Context: an optimization exercise on an open-source flow, tuned for small area and a short achievable clock period. The choices shown serve that exercise and are no tape-out recipe.
At most, simulation tests tie the RTL to the original design; equivalence was not proved.

Setup of the reference run:
==> module line_fifo, before the edit <==
module line_fifo
#(
   parameter int FIFO_DEPTH = 64
)
(
   input  logic             clk,
   input  logic             rstn,
   input  logic             flush_i,
   input  logic             wr_en_i,
   input  bt656_pkg::byte_t wr_byte_i,
   input  logic             wr_sof_i,
   input  logic             wr_eol_i,
   output logic             full_o,
   input  logic             rd_req_i,
   output logic             not_empty_o,
   output bt656_pkg::byte_t rd_byte_o,
   output logic             rd_sof_o,
   output logic             rd_eol_o
);
   localparam int ENTRY_W = 10;
   localparam int GRP     = 8;
   logic [ENTRY_W-1:0] sr [0:FIFO_DEPTH-2];
   logic [ENTRY_W-1:0] wr_entry, next_entry;
   logic [GRP-1:0]     lo_q, hi_q;
   logic [GRP-1:0]     grp [0:ENTRY_W-1];
   logic               ne_q, one_q, full_q;
   logic               wr_ok, rd_ok, inc, dec, two_up, at_zero, up, down;
   logic               cnt_2, cnt_63, load_wr;
   bt656_pkg::byte_t   head_byte_q;
   logic               head_sof_q, head_eol_q;
   assign wr_entry = {wr_eol_i, wr_sof_i, wr_byte_i};
   assign wr_ok    = wr_en_i && !full_q;
   assign rd_ok    = rd_req_i && ne_q;
   assign inc      = wr_ok && !rd_ok;
   assign dec      = rd_ok && !wr_ok;
   assign two_up   = ne_q && !one_q;
   assign at_zero  = lo_q[0] && hi_q[0];
   assign cnt_2    = two_up && at_zero;
   assign cnt_63   = lo_q[5] && hi_q[7];
   assign up       = inc && two_up;
   assign down     = dec && two_up && !at_zero;
   always_ff @(posedge clk)
   begin
      if (wr_ok)
      begin
         sr[0] <= wr_entry;
         for (int i = 1; i < FIFO_DEPTH-1; i++)
            sr[i] <= sr[i-1];
      end
   end
   always_comb
   begin
      for (int b = 0; b < ENTRY_W; b++)
      begin
         for (int h = 0; h < GRP; h++)
         begin
            grp[b][h] = 1'b0;
            for (int l = 0; l < GRP; l++)
               if (GRP*h + l < FIFO_DEPTH-1)
                  grp[b][h] = grp[b][h] | (lo_q[l] & sr[GRP*h + l][b]);
         end
         next_entry[b] = |(hi_q & grp[b]);
      end
   end
   assign load_wr = rd_ok ? one_q : !ne_q;
   always_ff @(posedge clk)
   begin
      if (load_wr)
         head_byte_q <= wr_byte_i;
      else if (rd_ok)
         head_byte_q <= next_entry[ENTRY_W-3:0];
   end
   always_ff @(posedge clk)
   begin
      if (!rstn || flush_i)
      begin
         lo_q       <= GRP'(1);
         hi_q       <= GRP'(1);
         ne_q       <= 1'b0;
         one_q      <= 1'b0;
         full_q     <= 1'b0;
         head_sof_q <= 1'b0;
         head_eol_q <= 1'b0;
      end
      else
      begin
         if (up)
         begin
            lo_q <= {lo_q[GRP-2:0], lo_q[GRP-1]};
            if (lo_q[GRP-1])
               hi_q <= {hi_q[GRP-2:0], hi_q[GRP-1]};
         end
         else if (down)
         begin
            lo_q <= {lo_q[0], lo_q[GRP-1:1]};
            if (lo_q[0])
               hi_q <= {hi_q[0], hi_q[GRP-1:1]};
         end
         if (wr_ok)
            ne_q <= 1'b1;
         else if (rd_ok && one_q)
            ne_q <= 1'b0;
         if (inc)
            one_q <= !ne_q;
         else if (dec)
            one_q <= cnt_2;
         if (inc && cnt_63)
            full_q <= 1'b1;
         else if (rd_ok)
            full_q <= 1'b0;
         if (load_wr)
         begin
            head_sof_q <= wr_ok && wr_sof_i;
            head_eol_q <= wr_ok && wr_eol_i;
         end
         else if (rd_ok)
         begin
            head_sof_q <= next_entry[ENTRY_W-2];
            head_eol_q <= next_entry[ENTRY_W-1];
         end
      end
   end
   assign full_o      = full_q;
   assign not_empty_o = ne_q;
   assign rd_byte_o   = head_byte_q;
   assign rd_sof_o    = head_sof_q;
   assign rd_eol_o    = head_eol_q;
endmodule
==> flow/config.mk <==
export PLATFORM = sky130hd
export DESIGN_NAME = bt656_rx_top
export DESIGN_NICKNAME = bt656_rx_top
export VERILOG_FILES = /design/flow/design.v
export SDC_FILE = /design/flow/constraint.sdc
export NUM_CORES = 4
export LEC_CHECK = 0
export CAP_MARGIN = 20
export CORE_MARGIN = 2
export CORE_UTILIZATION = 60
export CTS_CLUSTER_DIAMETER = 60
export CTS_CLUSTER_SIZE = 25
export SETUP_SLACK_MARGIN = 2.9
export SLEW_MARGIN = 20
==> flow/constraint.sdc <==
create_clock -name core_clock -period 5.5 [get_ports {clk}]
set_input_delay 1.1000 -clock core_clock [delete_from_list [all_inputs] [get_ports {clk}]]
set_output_delay 1.1000 -clock core_clock [all_outputs]
set_load 0.01 [all_outputs]
standard.sh (not shown) runs the stock make flow with config.mk's settings and CLKGATE_MAP_FILE= SYNTH_SCRIPT=/design/flow/synth_recipe.tcl, a recipe that flattens the netlist after the stock synthesis.
==> flow/flow/run.sh <==
#!/bin/bash
# The standard layout with two changes: clock tree synthesis adds no
# dummy loads, and the port buffers start at buf_2 (repair resizes them).
set -euo pipefail
cd "$(dirname "$0")/.."
export CTS_ARGS="-sink_clustering_enable -repair_clock_nets -dont_use_dummy_load -sink_clustering_size 18 -sink_clustering_max_diameter 45 -buf_list sky130_fd_sc_hd__clkbuf_8"
export BUFFER_PORTS_ARGS="-buffer_cell sky130_fd_sc_hd__buf_1"
bash standard.sh > standard_flow.log 2>&1
Inputs modified between the reference run and the trial run:
==> flow/design.v, changed modules only <==
module line_fifo
#(
   parameter int FIFO_DEPTH = 64
)
(
   input  logic             clk,
   input  logic             rstn,
   input  logic             flush_i,
   input  logic             wr_en_i,
   input  bt656_pkg::byte_t wr_byte_i,
   input  logic             wr_sof_i,
   input  logic             wr_eol_i,
   output logic             full_o,
   input  logic             rd_req_i,
   output logic             not_empty_o,
   output bt656_pkg::byte_t rd_byte_o,
   output logic             rd_sof_o,
   output logic             rd_eol_o
);
   localparam int ENTRY_W = 10;
   localparam int GRP     = 8;
   logic [ENTRY_W-1:0] sr [0:FIFO_DEPTH-2];
   logic [ENTRY_W-1:0] wr_entry, next_entry;
   logic [GRP-1:0]     lo_q, hi_q;
   logic [ENTRY_W-1:0] grp [0:GRP-1];
   logic [ENTRY_W-1:0] next_acc [0:GRP];
   logic               ne_q, one_q, full_q;
   logic               wr_ok, rd_ok, inc, dec, two_up, at_zero, up, down;
   logic               cnt_2, cnt_63, load_wr;
   bt656_pkg::byte_t   head_byte_q;
   logic               head_sof_q, head_eol_q;
   assign wr_entry = {wr_eol_i, wr_sof_i, wr_byte_i};
   assign wr_ok    = wr_en_i && !full_q;
   assign rd_ok    = rd_req_i && ne_q;
   assign inc      = wr_ok && !rd_ok;
   assign dec      = rd_ok && !wr_ok;
   assign two_up   = ne_q && !one_q;
   assign at_zero  = lo_q[0] && hi_q[0];
   assign cnt_2    = two_up && at_zero;
   assign cnt_63   = lo_q[5] && hi_q[7];
   assign up       = inc && two_up;
   assign down     = dec && two_up && !at_zero;
   always_ff @(posedge clk)
   begin
      if (wr_ok)
      begin
         sr[0] <= wr_entry;
         for (int i = 1; i < FIFO_DEPTH-1; i++)
            sr[i] <= sr[i-1];
      end
   end
   for (genvar h = 0; h < GRP; h++)
   begin : g_grp
      logic [ENTRY_W-1:0] acc [0:GRP];
      assign acc[0] = '0;
      for (genvar l = 0; l < GRP; l++)
      begin : g_term
         if (GRP*h + l < FIFO_DEPTH-1)
         begin : g_used
            assign acc[l+1] = acc[l] | ({ENTRY_W{lo_q[l]}} & sr[GRP*h + l]);
         end
         else
         begin : g_none
            assign acc[l+1] = acc[l];
         end
      end
      assign grp[h] = acc[GRP];
   end
   for (genvar h = 0; h <= GRP; h++)
   begin : g_next
      if (h == 0)
      begin : g_first
         assign next_acc[0] = '0;
      end
      else
      begin : g_rest
         assign next_acc[h] = next_acc[h-1] | ({ENTRY_W{hi_q[h-1]}} & grp[h-1]);
      end
   end
   assign next_entry = next_acc[GRP];
   assign load_wr = rd_ok ? one_q : !ne_q;
   always_ff @(posedge clk)
   begin
      if (load_wr)
         head_byte_q <= wr_byte_i;
      else if (rd_ok)
         head_byte_q <= next_entry[ENTRY_W-3:0];
   end
   always_ff @(posedge clk)
   begin
      if (!rstn || flush_i)
      begin
         lo_q       <= GRP'(1);
         hi_q       <= GRP'(1);
         ne_q       <= 1'b0;
         one_q      <= 1'b0;
         full_q     <= 1'b0;
         head_sof_q <= 1'b0;
         head_eol_q <= 1'b0;
      end
      else
      begin
         if (up)
         begin
            lo_q <= {lo_q[GRP-2:0], lo_q[GRP-1]};
            if (lo_q[GRP-1])
               hi_q <= {hi_q[GRP-2:0], hi_q[GRP-1]};
         end
         else if (down)
         begin
            lo_q <= {lo_q[0], lo_q[GRP-1:1]};
            if (lo_q[0])
               hi_q <= {hi_q[0], hi_q[GRP-1:1]};
         end
         if (wr_ok)
            ne_q <= 1'b1;
         else if (rd_ok && one_q)
            ne_q <= 1'b0;
         if (inc)
            one_q <= !ne_q;
         else if (dec)
            one_q <= cnt_2;
         if (inc && cnt_63)
            full_q <= 1'b1;
         else if (rd_ok)
            full_q <= 1'b0;
         if (load_wr)
         begin
            head_sof_q <= wr_ok && wr_sof_i;
            head_eol_q <= wr_ok && wr_eol_i;
         end
         else if (rd_ok)
         begin
            head_sof_q <= next_entry[ENTRY_W-2];
            head_eol_q <= next_entry[ENTRY_W-1];
         end
      end
   end
   assign full_o      = full_q;
   assign not_empty_o = ne_q;
   assign rd_byte_o   = head_byte_q;
   assign rd_sof_o    = head_sof_q;
   assign rd_eol_o    = head_eol_q;
endmodule
### Flow results
Of the two values seen for capture point of the worst path, m_axis_tuser_o was produced by the trial run and m_axis_tvalid_o by the reference run. Highest fanout seen on the critical path sits higher in the trial run than in the reference run. Compare the trial run and the reference run | cell area after layout lower: the reference run. The netlist area before placement of the reference run and that of the trial run are within noise of each other. The residual overflow from global routing on the reference run is in line with that on the trial run. The routed length on met3 in the reference run is 0.935 times that in the trial run. The die area on the reference run is in line with that on the trial run. Post-layout worst setup margin was lower in the trial run than in the reference run. The trial run ends up with higher via count than the reference run does.
No functional check of the RTL was part of the reference run.

==> afterwards: timing with drivers on the ports <==
The flow's constraints put no driver on any port. The routed layouts listed below were extracted and timed again, unchanged, in two steps.
Step 1 (the two cells are an assumption about what drives the block):
set clk [get_ports {clk}]
set_driving_cell -lib_cell sky130_fd_sc_hd__clkbuf_16 $clk
set_driving_cell -lib_cell sky130_fd_sc_hd__buf_2 [delete_from_list [all_inputs] $clk]
Step 2 also shifts input and output timing later by t, the mid clock arrival at the registers, as if the neighbouring blocks saw the same clock.
Slacks: ideal / step 1 / step 2; pairs: ideal / step 1.
run	t, ns	setup slack, ns	hold slack, ns	worst register clock-pin slew, ns	worst data-port slew with drivers (ns)
the reference run	0.696	2.935 / 2.884 / 2.419	0.329 / 0.329 / 0.329	0.10 / 0.10	0.07
the trial run	0.712	2.922 / 2.875 / 2.401	0.327 / 0.327 / 0.327	0.10 / 0.10	0.06
After both steps setup and hold are still met in every run listed. For the trial run, which loses most, drivers alone change the setup slack by -0.047 ns; drivers and shift together by -0.521 ns.
